Source: an optimization exercise on an open RTL-to-GDS flow (aim: small area, a short achievable clock period and few clock cycles per item). Production flows keep margins and buffers that such runs may drop.
The RTL was checked by simulation tests, not by an equivalence proof against the original design.

## tilt_deadband_display_mapper_unit
module tilt_deadband_display_mapper_unit (
  input  logic                             clk,
  input  logic                             rst,
  input  logic                             sample_valid,
  output logic                             sample_ready,
  input  logic signed [tddm_pkg::IN_W-1:0] sample_accel_x,
  input  logic signed [tddm_pkg::IN_W-1:0] sample_accel_y,
  input  logic signed [tddm_pkg::IN_W-1:0] sample_accel_z,
  input  logic signed [tddm_pkg::IN_W-1:0] sample_gyro_x,
  input  logic signed [tddm_pkg::IN_W-1:0] sample_gyro_y,
  input  logic signed [tddm_pkg::IN_W-1:0] sample_gyro_z,
  output logic                             result_valid,
  input  logic                             result_ready,
  output logic                             result_update,
  output logic [tddm_pkg::COL_W-1:0]       result_bar_end_x,
  output logic [tddm_pkg::COL_W-1:0]       result_bar_end_y,
  output logic [tddm_pkg::COL_W-1:0]       result_bar_end_z,
  output logic [tddm_pkg::COL_W-1:0]       result_roll_marker_col,
  output logic [tddm_pkg::ROW_W-1:0]       result_pitch_marker_row,
  output logic signed [tddm_pkg::ROLL_W-1:0]  result_roll_angle,
  output logic signed [tddm_pkg::PITCH_W-1:0] result_pitch_angle,
  input  logic                             psel,
  input  logic                             penable,
  input  logic                             pwrite,
  input  logic [tddm_pkg::PADDR_W-1:0]     paddr,
  input  logic [tddm_pkg::PDATA_W-1:0]     pwdata,
  output logic [tddm_pkg::PDATA_W-1:0]     prdata,
  output logic                             pready
);
  logic [15:0] gyro_deadband;
  logic [13:0] tilt_deadband;
  logic [9:0]  roll_gain;
  logic [9:0]  pitch_gain;
  logic [6:0]  bar_half_width;
  logic adv;
  ...
clock: 11.0 ns
lec_check: 0
abc_area: 0
cap_margin: 20
core_margin: 2
core_utilization: 40
setup_slack_margin: 5
slew_margin: 20
run.sh (not shown) runs the stock make flow with config.mk's settings and CLKGATE_MAP_FILE= SYNTH_SCRIPT=/design/flow/synth_recipe.tcl, a recipe that flattens the netlist after the stock synthesis.
Testbench counts at the start, summed over its fixed seeds: cycles 2,128, items 1,920.
Then changed:
Settings changed: ABC_AREA 0 to 1.
Routed wire length climbs by roughly a tenth.
Worst setup slack gets better by 1.0 ns.
Global-route usage rose by 0.90 points.
Final area falls by a few percent.
Synthesized cell count is higher by about a fifth.
Worst hold slack loses 0.066 ns.

## v36
tilt_deadband_display_mapper_unit, a different RTL version from the one above (not shown whole).
Size in the first run: ~29000 cells after synthesis, about 3500 flip-flops, roughly 240 I/O pins, roughly 270000 sq um of cells after synthesis.
export LEC_CHECK = 0
export ABC_AREA = 1
export CAP_MARGIN = 20
export CORE_MARGIN = 2
export CORE_UTILIZATION = 40
export SETUP_SLACK_MARGIN = 3.5
export SLEW_MARGIN = 20
create_clock -name core_clock -period 11.0 [get_ports {clk}]
v36 has completed all stages; timing, DRC and antenna checks passed.
Testbench counts of v36, summed over its fixed seeds: cycles 2,120, items 1,920.
What v5 does differently from v36 at the input level:
-- flow/config.mk --
<<< v36, line 11
export CORE_UTILIZATION = 40
export SETUP_SLACK_MARGIN = 3.5
>>> v5, line 11
export CORE_UTILIZATION = 55
export SETUP_SLACK_MARGIN = 5
Results
- From v5 to v36, max capacitance violation total did not move at all.
- Against v36, v5 reports a initial detailed-routing violation count that is higher.
- In v5, slack of the critical path is higher than in v36.
- After detailed routing, v36 needs less wire than v5.
What v35 does differently from v5 at the input level:
-- flow/config.mk --
<<< v5, line 11
export CORE_UTILIZATION = 55
export SETUP_SLACK_MARGIN = 5
>>> v35, line 11
export CORE_UTILIZATION = 40
==> comparison <==
Every run (v35 and v5) finished clean.
In the flow results for v35 and v5, the final cycle utilization of the critical path is larger on v35.
result_pitch_marker_row[2] as the critical path capture point was reported by v35, and result_roll_marker_col[2] by v5.
As far as number of enable-type register cells in the synthesized netlist goes, v5 and v35 are indistinguishable; the numbers are identical.

== 07-06 ==
tilt_deadband_display_mapper_unit, a different RTL version from the one above (not shown whole).
Size: roughly 29000 cells after synthesis, ~3600 flip-flops, roughly 240 I/O pins, ~0.27 mm² of cells after synthesis.
export LEC_CHECK = 0
export ABC_AREA = 1
export CAP_MARGIN = 20
export CORE_MARGIN = 2
export CORE_UTILIZATION = 40
export PLACE_DENSITY = 0.7
export SETUP_SLACK_MARGIN = 5
export SLEW_MARGIN = 20
create_clock -name core_clock -period 11.0 [get_ports {clk}]
07-06 went all the way through the flow, and no timing, DRC or antenna check failed.
Testbench counts of 07-06, summed over its fixed seeds: cycles 2,136, items 1,920.
--- input diff 07-06..08-01 ---
- PLACE_DENSITY: 0.7 -> unset
In the reports for 08-01 and 07-06, the smaller pre-CTS setup slack belongs to 08-01. Number of hold-slack violations in the final timing report delta (08-01 -> 07-06): insignificant. Per the comparison of 08-01 with 07-06, final critical delay including setup and external delays now sits lower, maximum frequency grew by 2.0%. Worst endpoint data arrival time, 08-01 and 07-06: smaller value in 08-01. Going from 07-06 to 08-01, wire length of the first global-routing pass grows by 34000 µm. Between 08-01 and 07-06, worst hold slack is lower for 08-01, 07-06 comes in above that. Relative to 07-06, the minimum setup slack in the final design of 08-01 is higher by 120 ps. The run with more routed wire is 08-01, not 07-06. Diff 07-06 -> 08-01 | global-route met2 utilization | increase of 0.31 points.

## re-timing with driven ports
No port has a modelled driver above. Below, the same layouts with a new extraction and two added sets of constraints. Step 1 assumes that a clkbuf_16 drives the clock port and a buf_2 every other input. Step 2 moves the port delays by t, midway between the first and last clock arrival at a register: inputs arrive t later, outputs are due t later. That takes back most of the time a late clock gives input paths. Three values: ideal ports, drivers, drivers and shift; two values: the first two.
run | shift t [ns] | setup slack, ns | hold WS [ns] | latest minus earliest clock arrival (ns) | cell pins on the clock port's net
the first run of note 1 | 1.149 | 3.893 / 3.893 / 3.893 | 0.358 / 0.358 / 0.358 | 0.133 / 0.134 | 1
the second run of note 1 | 1.134 | 4.926 / 4.926 / 4.886 | 0.292 / 0.292 / 0.292 | 0.134 / 0.135 | 1
v36 | 1.136 | 3.843 / 3.699 / 3.885 | 0.373 / 0.373 / 0.373 | 0.136 / 0.135 | 1
v5 | 1.112 | 4.425 / 4.297 / 4.347 | 0.362 / 0.362 / 0.362 | 0.104 / 0.104 | 1
v35 | 1.138 | 2.964 / 2.817 / 3.679 | 0.373 / 0.373 / 0.373 | 0.135 / 0.136 | 1
07-06 | 1.127 | 5.032 / 4.999 / 4.340 | 0.372 / 0.372 / 0.372 | 0.103 / 0.103 | 1
08-01 | 1.171 | 5.152 / 5.083 / 4.328 | 0.355 / 0.355 / 0.355 | 0.117 / 0.117 | 1
After both steps every run listed still meets setup and hold. For 08-01, which loses most, drivers alone change the setup slack by -0.069 ns; drivers and shift together by -0.824 ns.
